Source: an optimization exercise on an open RTL-to-GDS flow (aim: small area, a short achievable clock period and few clock cycles). Production flows keep margins and buffers that such runs may drop. Where RTL was checked, it was by simulation tests only, not by an equivalence proof against the original. Power figures rest on the tool's default switching activity, not on a simulated workload.

Setup of before:
==> flow/design.v (excerpt) <==
module isp_top (
    input  logic             clk,
    input  logic             rst_n,
    input  logic             in_valid,
    input  logic             in_mode,
    input  isp_pkg::ratio_t  in_ratio_mode,
    input  logic             pix_valid,
    input  isp_pkg::beat_t   pix_data,
    output logic             busy,
    output logic             out_valid,
    output isp_pkg::result_t out_data
);
    logic [7:0] bcnt;       
    logic       mode_q;
    logic [1:0] ratio_q;
    logic       busy_q;
    logic       rmode;      
    logic [1:0] rratio;
    logic       last0;
    assign last0 = pix_valid && (bcnt == 8'd191);
    always_ff @(posedge clk or negedge rst_n) begin
        if (!rst_n) begin
            busy_q <= 1'b0;
        end else if (in_valid) begin
            busy_q <= 1'b1;
        end else if (last0) begin
            busy_q <= 1'b0;
        end
    end
    always_ff @(posedge clk) begin
        if (in_valid) begin
            bcnt    <= '0;
            mode_q  <= in_mode;
            ratio_q <= in_ratio_mode;
        end else if (pix_valid) begin
            bcnt <= last0 ? 8'd0 : bcnt + 8'd1;
        end
        if (last0) begin
            rmode  <= mode_q;
            rratio <= ratio_q;
        end
    end
    assign busy = busy_q;
    logic red0, green0, blue0, wrow0;
    assign red0   = (bcnt[7:6] == 2'd0);
    assign green0 = (bcnt[7:6] == 2'd1);
    assign blue0  = (bcnt[7:6] == 2'd2);
    assign wrow0  = (bcnt[5:0] >= 6'd26) && (bcnt[5:0] <= 6'd37);
    logic       sat;
    logic [3:0] colmask0;
    logic [7:0] bcnt_n;
    logic [1:0] ratio_n;
    logic       mode_n;
    logic [3:0] thr_n;
    logic [127:0] xbits;
    assign bcnt_n  = in_valid ? 8'd0 : (pix_valid ? (last0 ? 8'd0 : bcnt + 8'd1) : bcnt);
  ...
Size: roughly 150 I/O pins, ~25000 um2 of cells after synthesis.
==> module isp_top, before the edit <==
module isp_top (
    input  logic             clk,
    input  logic             rst_n,
    input  logic             in_valid,
    input  logic             in_mode,
    input  isp_pkg::ratio_t  in_ratio_mode,
    input  logic             pix_valid,
    input  isp_pkg::beat_t   pix_data,
    output logic             busy,
    output logic             out_valid,
    output isp_pkg::result_t out_data
);
    logic [7:0] bcnt;       
    logic       mode_q;
    logic [1:0] ratio_q;
    logic       busy_q;
    logic       rmode;      
    logic [1:0] rratio;
    logic       last0;
    assign last0 = pix_valid && (bcnt == 8'd191);
    always_ff @(posedge clk or negedge rst_n) begin
        if (!rst_n) begin
            busy_q <= 1'b0;
        end else if (in_valid) begin
            busy_q <= 1'b1;
        end else if (last0) begin
            busy_q <= 1'b0;
        end
    end
    always_ff @(posedge clk) begin
        if (in_valid) begin
            bcnt    <= '0;
            mode_q  <= in_mode;
            ratio_q <= in_ratio_mode;
        end else if (pix_valid) begin
            bcnt <= last0 ? 8'd0 : bcnt + 8'd1;
        end
        if (last0) begin
            rmode  <= mode_q;
            rratio <= ratio_q;
        end
    end
    assign busy = busy_q;
    logic red0, green0, blue0, wrow0;
    assign red0   = (bcnt[7:6] == 2'd0);
    assign green0 = (bcnt[7:6] == 2'd1);
    assign blue0  = (bcnt[7:6] == 2'd2);
    assign wrow0  = (bcnt[5:0] >= 6'd26) && (bcnt[5:0] <= 6'd37);
    logic       sat;
    logic [3:0] colmask0;
    logic [7:0] bcnt_n;
    logic [1:0] ratio_n;
    logic       mode_n;
    logic [3:0] thr_n;
    logic [127:0] xbits;
    assign bcnt_n  = in_valid ? 8'd0 : (pix_valid ? (last0 ? 8'd0 : bcnt + 8'd1) : bcnt);
    assign ratio_n = in_valid ? in_ratio_mode : ratio_q;
    assign mode_n  = in_valid ? in_mode : mode_q;
    assign thr_n   = (bcnt_n[7:6] == 2'd1) ? 4'(3 - ratio_n) : 4'(4 - ratio_n);
    always_ff @(posedge clk) begin
        sat <= mode_n && (ratio_n == 2'd3);
        for (int j = 0; j < 4; j++) begin
            colmask0[j] <= (4'(j) >= thr_n);
        end
    end
    always_comb begin
        for (int i = 0; i < 16; i++) begin
            for (int j = 0; j < 7; j++) begin
                xbits[8*i + j] = (j >= 4 || colmask0[j % 4]) && (pix_data[8*i + j] || (sat && pix_data[8*i + 7]));
            end
            xbits[8*i + 7] = !sat && pix_data[8*i + 7];
        end
    end
    logic [10:0] sa, sb;
    isp_exposure_acc i_tree (
        .clk (clk),
        .x   (xbits),
        .sa  (sa),
        .sb  (sb)
    );
    logic        v1, v2, e3;
    logic        first1, first2, last1, last2, g1, g2;
    logic [18:0] acc;     
    logic [10:0] acc_lo;
    logic [7:0]  acc_hi;
    logic [1:0]  acc_k;
    always_ff @(posedge clk or negedge rst_n) begin
        if (!rst_n) begin
            v1    <= 1'b0;
            v2    <= 1'b0;
            e3    <= 1'b0;
        end else begin
            v1    <= pix_valid;
            v2    <= v1;
            e3    <= v2 && last2;
        end
    end
    always_ff @(posedge clk) begin
        last1 <= last0;
        last2 <= last1;
    end
    always_ff @(posedge clk) begin
        first1 <= pix_valid && (bcnt == 8'd0);
        first2 <= first1;
        g1     <= green0;
        g2     <= g1;
        {acc_k, acc_lo} <= 13'(first2 ? 11'd0 : acc_lo)
                         + (!v2 ? 13'd0 : g2 ? 13'(sa) : 13'(sa[10:1]))
                         + (!v2 ? 13'd0 : g2 ? 13'(sb) : 13'(sb[10:1]));
        acc_hi <= first2 ? 8'd0 : acc_hi + 8'(acc_k);
    end
    assign acc = {acc_hi + 8'(acc_k), acc_lo};
    logic [7:0] expo_res;
    always_comb begin
        case (rratio)
            2'd0:    expo_res = {2'b0, acc[18:13]};
            2'd1:    expo_res = {1'b0, acc[18:12]};
            2'd2:    expo_res = acc[18:11];
            default: expo_res = acc[17:10];
        endcase
    end
    logic       wv1, wred1, wend1;
    logic [6:0] wp1 [3];
    always_ff @(posedge clk or negedge rst_n) begin
        if (!rst_n) begin
            wv1    <= 1'b0;
        end else begin
            wv1    <= pix_valid && !mode_q && wrow0;
        end
    end
    always_ff @(posedge clk) begin
        wred1 <= red0;
        wend1 <= blue0 && (bcnt[5:0] == 6'd37);
        for (int j = 0; j < 3; j++) begin
            if (bcnt[0]) begin
                wp1[j] <= green0 ? pix_data[8*j + 1 +: 7] : {1'b0, pix_data[8*j + 2 +: 6]};
            end else begin
                wp1[j] <= green0 ? pix_data[8*(13 + j) + 1 +: 7] : {1'b0, pix_data[8*(13 + j) + 2 +: 6]};
            end
        end
    end
    logic [7:0] ch [3][12];
    logic       pact;         
    logic       chain_en;
    assign chain_en = wv1 || pact;
    always_ff @(posedge clk) begin
        if (chain_en) begin
            for (int j = 0; j < 3; j++) begin
                ch[j][0] <= (wred1 && wv1 ? 8'd0 : ch[j][11]) + (wv1 ? 8'(wp1[j]) : 8'd0);
                for (int k = 1; k < 12; k++) begin
                    ch[j][k] <= ch[j][k-1];
                end
            end
        end
    end
    logic       fdone_p;
    logic [1:0] fres;
    isp_focus_contrast i_contrast (
        .clk   (clk),
        .rst_n (rst_n),
        .start (wv1 && wend1),
        .t0    (ch[0][11]),
        .t1    (ch[1][11]),
        .t2    (ch[2][11]),
        .n0    (ch[0][10]),
        .u0    (ch[0][9]),
        .u1    (ch[1][9]),
        .u2    (ch[2][9]),
        .rot   (pact),
        .done  (fdone_p),
        .res   (fres)
    );
    logic pend, fire, fdone;
    assign fire = (e3 || pend) && (rmode || fdone);
    always_ff @(posedge clk or negedge rst_n) begin
        if (!rst_n) begin
            pend      <= 1'b0;
            fdone     <= 1'b0;
            out_valid <= 1'b0;
            out_data  <= '0;
        end else begin
            pend      <= !fire && (pend || e3);
            fdone     <= !fire && (fdone || fdone_p);
            out_valid <= fire;
            out_data  <= fire ? (rmode ? expo_res : {6'd0, fres}) : 8'd0;
        end
    end
endmodule
export LEC_CHECK = 0
export ABC_AREA = 1
export CAP_MARGIN = 20
export CORE_MARGIN = 2
export CORE_UTILIZATION = 60
export CTS_CLUSTER_DIAMETER = 80
export CTS_CLUSTER_SIZE = 30
export SETUP_SLACK_MARGIN = 5
export SLEW_MARGIN = 20
create_clock -name core_clock -period 8.0 [get_ports {clk}]
standard.sh (not shown) runs the stock make flow with config.mk's settings and CLKGATE_MAP_FILE= SYNTH_SCRIPT=/design/flow/synth_recipe.tcl, a recipe that flattens the netlist after the stock synthesis.
==> flow/flow/run.sh <==
#!/bin/bash
# The standard layout (standard.sh), with plain buffers (buf_1) on the
# ports instead of the delay buffers buffer_ports picks by default, and
# timing repair aimed at a setup slack of 5.4 ns.
set -euo pipefail
mkdir -p logs
export BUFFER_PORTS_ARGS="-buffer_cell sky130_fd_sc_hd__buf_1"
bash standard.sh SETUP_SLACK_MARGIN=5.4 finish > logs/standard.log 2>&1
Testbench counts of before, summed over its fixed seeds: cycles 18,626.
## Diff of input files: after against before
--- a/flow/design.v
+++ b/flow/design.v
@@ -883,18 +883,12 @@
     logic       busy_q;
     logic       rmode;      
     logic [1:0] rratio;
     logic       last0;
     assign last0 = pix_valid && (bcnt == 8'd191);
-    always_ff @(posedge clk or negedge rst_n) begin
-        if (!rst_n) begin
-            busy_q <= 1'b0;
-        end else if (in_valid) begin
-            busy_q <= 1'b1;
-        end else if (last0) begin
-            busy_q <= 1'b0;
-        end
+    always_ff @(posedge clk) begin
+        busy_q <= rst_n && (in_valid || (busy_q && !last0));
     end
     always_ff @(posedge clk) begin
         if (in_valid) begin
             bcnt    <= '0;
             mode_q  <= in_mode;
@@ -944,11 +938,11 @@
         .x   (xbits),
         .sa  (sa),
         .sb  (sb)
     );
     logic        v1, v2, e3;
-    logic        first1, first2, last1, last2, g1, g2;
+    logic        first1, first2, last1, last2, g1, sf2, sh2;
     logic [18:0] acc;     
     logic [10:0] acc_lo;
     logic [7:0]  acc_hi;
     logic [1:0]  acc_k;
     always_ff @(posedge clk or negedge rst_n) begin
@@ -968,14 +962,15 @@
     end
     always_ff @(posedge clk) begin
         first1 <= pix_valid && (bcnt == 8'd0);
         first2 <= first1;
         g1     <= green0;
-        g2     <= g1;
+        sf2    <= v1 && g1;
+        sh2    <= v1 && !g1;
         {acc_k, acc_lo} <= 13'(first2 ? 11'd0 : acc_lo)
-                         + (!v2 ? 13'd0 : g2 ? 13'(sa) : 13'(sa[10:1]))
-                         + (!v2 ? 13'd0 : g2 ? 13'(sb) : 13'(sb[10:1]));
+                         + (13'(sa & {11{sf2}}) | 13'(sa[10:1] & {10{sh2}}))
+                         + (13'(sb & {11{sf2}}) | 13'(sb[10:1] & {10{sh2}}));
         acc_hi <= first2 ? 8'd0 : acc_hi + 8'(acc_k);
     end
     assign acc = {acc_hi + 8'(acc_k), acc_lo};
     logic [7:0] expo_res;
     always_comb begin
@@ -1039,18 +1034,18 @@
     );
     logic pend, fire, fdone;
     assign fire = (e3 || pend) && (rmode || fdone);
     always_ff @(posedge clk or negedge rst_n) begin
         if (!rst_n) begin
-            pend      <= 1'b0;
-            fdone     <= 1'b0;
-            out_valid <= 1'b0;
-            out_data  <= '0;
+            pend  <= 1'b0;
+            fdone <= 1'b0;
         end else begin
-            pend      <= !fire && (pend || e3);
-            fdone     <= !fire && (fdone || fdone_p);
-            out_valid <= fire;
-            out_data  <= fire ? (rmode ? expo_res : {6'd0, fres}) : 8'd0;
+            pend  <= !fire && (pend || e3);
+            fdone <= !fire && (fdone || fdone_p);
         end
     end
+    always_ff @(posedge clk) begin
+        out_valid <= fire;
+        out_data  <= fire ? (rmode ? expo_res : {6'd0, fres}) : 8'd0;
+    end
 endmodule
 `default_nettype wire
[summary]
- The sequential cell count on after is in line with that on before.
- after gives less post-CTS setup buffer count than before did.
- Between before and after, the difference in hold slack is negligible.
- after reports its last element of the critical path as out_valid while before reports busy.
- Net switching power: after better than before
- | flip-flop and latch count after synthesis | before vs after | ≈ equal |
- When after is measured against before, its power density of the placed cells turns out 2.6% lower.
- On area after detailed placement, before and after are neck and neck.
- Delta (after minus before): die area went up, part of the power in the clock network increased by 0.2 points relative to the old numbers, core region area flat.
Testbench counts of after, summed over its fixed seeds: cycles 18,626.

========
## build 65
isp_top with an RTL version that a note above also has.
For scale: roughly 560 flip-flops, about 150 I/O pins, ~25000 um2 of cells after synthesis.
==> module isp_top, before the edit <==
module isp_top (
    input  logic             clk,
    input  logic             rst_n,
    input  logic             in_valid,
    input  logic             in_mode,
    input  isp_pkg::ratio_t  in_ratio_mode,
    input  logic             pix_valid,
    input  isp_pkg::beat_t   pix_data,
    output logic             busy,
    output logic             out_valid,
    output isp_pkg::result_t out_data
);
    logic [7:0] bcnt;       
    logic       mode_q;
    logic [1:0] ratio_q;
    logic       busy_q;
    logic       rmode;      
    logic [1:0] rratio;
    logic       last0;
    assign last0 = pix_valid && (bcnt == 8'd191);
    always_ff @(posedge clk) begin
        busy_q <= rst_n && (in_valid || (busy_q && !last0));
    end
    always_ff @(posedge clk) begin
        if (in_valid) begin
            bcnt    <= '0;
            mode_q  <= in_mode;
            ratio_q <= in_ratio_mode;
        end else if (pix_valid) begin
            bcnt <= last0 ? 8'd0 : bcnt + 8'd1;
        end
        if (last0) begin
            rmode  <= mode_q;
            rratio <= ratio_q;
        end
    end
    assign busy = busy_q;
    logic red0, green0, blue0, wrow0;
    assign red0   = (bcnt[7:6] == 2'd0);
    assign green0 = (bcnt[7:6] == 2'd1);
    assign blue0  = (bcnt[7:6] == 2'd2);
    assign wrow0  = (bcnt[5:0] >= 6'd26) && (bcnt[5:0] <= 6'd37);
    logic       sat;
    logic [3:0] colmask0;
    logic [7:0] bcnt_n;
    logic [1:0] ratio_n;
    logic       mode_n;
    logic [3:0] thr_n;
    logic [127:0] xbits;
    assign bcnt_n  = in_valid ? 8'd0 : (pix_valid ? (last0 ? 8'd0 : bcnt + 8'd1) : bcnt);
    assign ratio_n = in_valid ? in_ratio_mode : ratio_q;
    assign mode_n  = in_valid ? in_mode : mode_q;
    assign thr_n   = (bcnt_n[7:6] == 2'd1) ? 4'(3 - ratio_n) : 4'(4 - ratio_n);
    always_ff @(posedge clk) begin
        sat <= mode_n && (ratio_n == 2'd3);
        for (int j = 0; j < 4; j++) begin
            colmask0[j] <= (4'(j) >= thr_n);
        end
    end
    always_comb begin
        for (int i = 0; i < 16; i++) begin
            for (int j = 0; j < 7; j++) begin
                xbits[8*i + j] = (j >= 4 || colmask0[j % 4]) && (pix_data[8*i + j] || (sat && pix_data[8*i + 7]));
            end
            xbits[8*i + 7] = !sat && pix_data[8*i + 7];
        end
    end
    logic [10:0] sa, sb;
    isp_exposure_acc i_tree (
        .clk (clk),
        .x   (xbits),
        .sa  (sa),
        .sb  (sb)
    );
    logic        v1, v2, e3;
    logic        first1, first2, last1, last2, g1, sf2, sh2;
    logic [18:0] acc;     
    logic [10:0] acc_lo;
    logic [7:0]  acc_hi;
    logic [1:0]  acc_k;
    always_ff @(posedge clk or negedge rst_n) begin
        if (!rst_n) begin
            v1    <= 1'b0;
            v2    <= 1'b0;
            e3    <= 1'b0;
        end else begin
            v1    <= pix_valid;
            v2    <= v1;
            e3    <= v2 && last2;
        end
    end
    always_ff @(posedge clk) begin
        last1 <= last0;
        last2 <= last1;
    end
    always_ff @(posedge clk) begin
        first1 <= pix_valid && (bcnt == 8'd0);
        first2 <= first1;
        g1     <= green0;
        sf2    <= v1 && g1;
        sh2    <= v1 && !g1;
        {acc_k, acc_lo} <= 13'(first2 ? 11'd0 : acc_lo)
                         + (13'(sa & {11{sf2}}) | 13'(sa[10:1] & {10{sh2}}))
                         + (13'(sb & {11{sf2}}) | 13'(sb[10:1] & {10{sh2}}));
        acc_hi <= first2 ? 8'd0 : acc_hi + 8'(acc_k);
    end
    assign acc = {acc_hi + 8'(acc_k), acc_lo};
    logic [7:0] expo_res;
    always_comb begin
        case (rratio)
            2'd0:    expo_res = {2'b0, acc[18:13]};
            2'd1:    expo_res = {1'b0, acc[18:12]};
            2'd2:    expo_res = acc[18:11];
            default: expo_res = acc[17:10];
        endcase
    end
    logic       wv1, wred1, wend1;
    logic [6:0] wp1 [3];
    always_ff @(posedge clk or negedge rst_n) begin
        if (!rst_n) begin
            wv1    <= 1'b0;
        end else begin
            wv1    <= pix_valid && !mode_q && wrow0;
        end
    end
    always_ff @(posedge clk) begin
        wred1 <= red0;
        wend1 <= blue0 && (bcnt[5:0] == 6'd37);
        for (int j = 0; j < 3; j++) begin
            if (bcnt[0]) begin
                wp1[j] <= green0 ? pix_data[8*j + 1 +: 7] : {1'b0, pix_data[8*j + 2 +: 6]};
            end else begin
                wp1[j] <= green0 ? pix_data[8*(13 + j) + 1 +: 7] : {1'b0, pix_data[8*(13 + j) + 2 +: 6]};
            end
        end
    end
    logic [7:0] ch [3][12];
    logic       pact;         
    logic       chain_en;
    assign chain_en = wv1 || pact;
    always_ff @(posedge clk) begin
        if (chain_en) begin
            for (int j = 0; j < 3; j++) begin
                ch[j][0] <= (wred1 && wv1 ? 8'd0 : ch[j][11]) + (wv1 ? 8'(wp1[j]) : 8'd0);
                for (int k = 1; k < 12; k++) begin
                    ch[j][k] <= ch[j][k-1];
                end
            end
        end
    end
    logic       fdone_p;
    logic [1:0] fres;
    isp_focus_contrast i_contrast (
        .clk   (clk),
        .rst_n (rst_n),
        .start (wv1 && wend1),
        .t0    (ch[0][11]),
        .t1    (ch[1][11]),
        .t2    (ch[2][11]),
        .n0    (ch[0][10]),
        .u0    (ch[0][9]),
        .u1    (ch[1][9]),
        .u2    (ch[2][9]),
        .rot   (pact),
        .done  (fdone_p),
        .res   (fres)
    );
    logic pend, fire, fdone;
    assign fire = (e3 || pend) && (rmode || fdone);
    always_ff @(posedge clk or negedge rst_n) begin
        if (!rst_n) begin
            pend  <= 1'b0;
            fdone <= 1'b0;
        end else begin
            pend  <= !fire && (pend || e3);
            fdone <= !fire && (fdone || fdone_p);
        end
    end
    always_ff @(posedge clk) begin
        out_valid <= fire;
        out_data  <= fire ? (rmode ? expo_res : {6'd0, fres}) : 8'd0;
    end
endmodule
clock: 8.0 ns
lec_check: 0
abc_area: 1
cap_margin: 20
core_margin: 2
core_utilization: 60
cts_cluster_diameter: 80
cts_cluster_size: 30
setup_slack_margin: 5
slew_margin: 20
==> flow/flow/run.sh <==
#!/bin/bash
# The standard layout (standard.sh), with plain buffers (buf_1) on the
# ports instead of the delay buffers buffer_ports picks by default, and
# timing repair aimed at a setup slack of 5.3 ns.
set -euo pipefail
mkdir -p logs
export BUFFER_PORTS_ARGS="-buffer_cell sky130_fd_sc_hd__buf_1"
bash standard.sh SETUP_SLACK_MARGIN=5.3 finish > logs/standard.log 2>&1
Testbench counts of build 65, summed over its fixed seeds: cycles 18,626.
For build 27, these inputs were changed with respect to build 65:
--- a/flow/design.v
+++ b/flow/design.v
@@ -939,9 +939,9 @@
         .sa  (sa),
         .sb  (sb)
     );
     logic        v1, v2, e3;
-    logic        first1, first2, last1, last2, g1, sf2, sh2;
+    logic        first1, first2, last1, last2, g1, g2;
     logic [18:0] acc;     
     logic [10:0] acc_lo;
     logic [7:0]  acc_hi;
     logic [1:0]  acc_k;
@@ -963,13 +963,12 @@
     always_ff @(posedge clk) begin
         first1 <= pix_valid && (bcnt == 8'd0);
         first2 <= first1;
         g1     <= green0;
-        sf2    <= v1 && g1;
-        sh2    <= v1 && !g1;
+        g2     <= g1;
         {acc_k, acc_lo} <= 13'(first2 ? 11'd0 : acc_lo)
-                         + (13'(sa & {11{sf2}}) | 13'(sa[10:1] & {10{sh2}}))
-                         + (13'(sb & {11{sf2}}) | 13'(sb[10:1] & {10{sh2}}));
+                         + (!v2 ? 13'd0 : g2 ? 13'(sa) : 13'(sa[10:1]))
+                         + (!v2 ? 13'd0 : g2 ? 13'(sb) : 13'(sb[10:1]));
         acc_hi <= first2 ? 8'd0 : acc_hi + 8'(acc_k);
     end
     assign acc = {acc_hi + 8'(acc_k), acc_lo};
     logic [7:0] expo_res;
### Flow results
- Power of the sequential group across build 65 and build 27: no real change.
- Going from build 65 to build 27, sequential share of layout area decreased by 0.43 points relative to the old numbers, power density normalized to cell area increased by about 4% relative to the old numbers, register-to-register setup slack decreased by 0.15 ns relative to the old numbers, non-clock inverter total of the final layout decreased by 26 relative to the old numbers, post-synthesis cell count decreased by about 1.2% relative to the old numbers.
- Delta (build 27 minus build 65): worst setup skew after layout has remained practically unchanged, share of flip-flops with an asynchronous set or reset has remained practically unchanged, minimum hold slack has remained practically unchanged.
- Build 27: summed instance area of the synthesized netlist 120 um2 below build 65
- Cell count after placement ends up lower on build 27.
- Diff build 65 -> build 27: pin count of the biggest net entering global routing shows an increase of 118; final standard cell utilization of the core shows an increase of 0.64 points; final instance area shows an increase of about 0.7%.
For build 27, only the layout was checked, not whether the RTL still works.

==> re-timing with driven ports <==
No port has a modelled driver above. Below, the same layouts with a new extraction and two added sets of constraints.
Step 1 sets driving cells, clkbuf_16 on the clock port and buf_2 on the other inputs (assumed; they add their load-dependent delay and slew).
Step 2 also shifts input and output timing later by t, the mid clock arrival at the registers, as if the neighbouring blocks saw the same clock.
Slacks: no drivers / after step 1 / after step 2; pairs: no drivers / after step 1.
run	t, ns	setup slack, ns	pins driven straight from the clock port
before	0.666	5.278 / 5.219 / 4.746	1
after	0.671	5.334 / 5.276 / 4.696	1
build 65	0.659	5.304 / 5.246 / 4.702	1
build 27	0.659	5.204 / 5.204 / 4.679	1
After both steps every run listed still meets setup and hold. The setup slack of after, which loses most, moves by -0.058 ns with the drivers and by -0.638 ns with both steps.
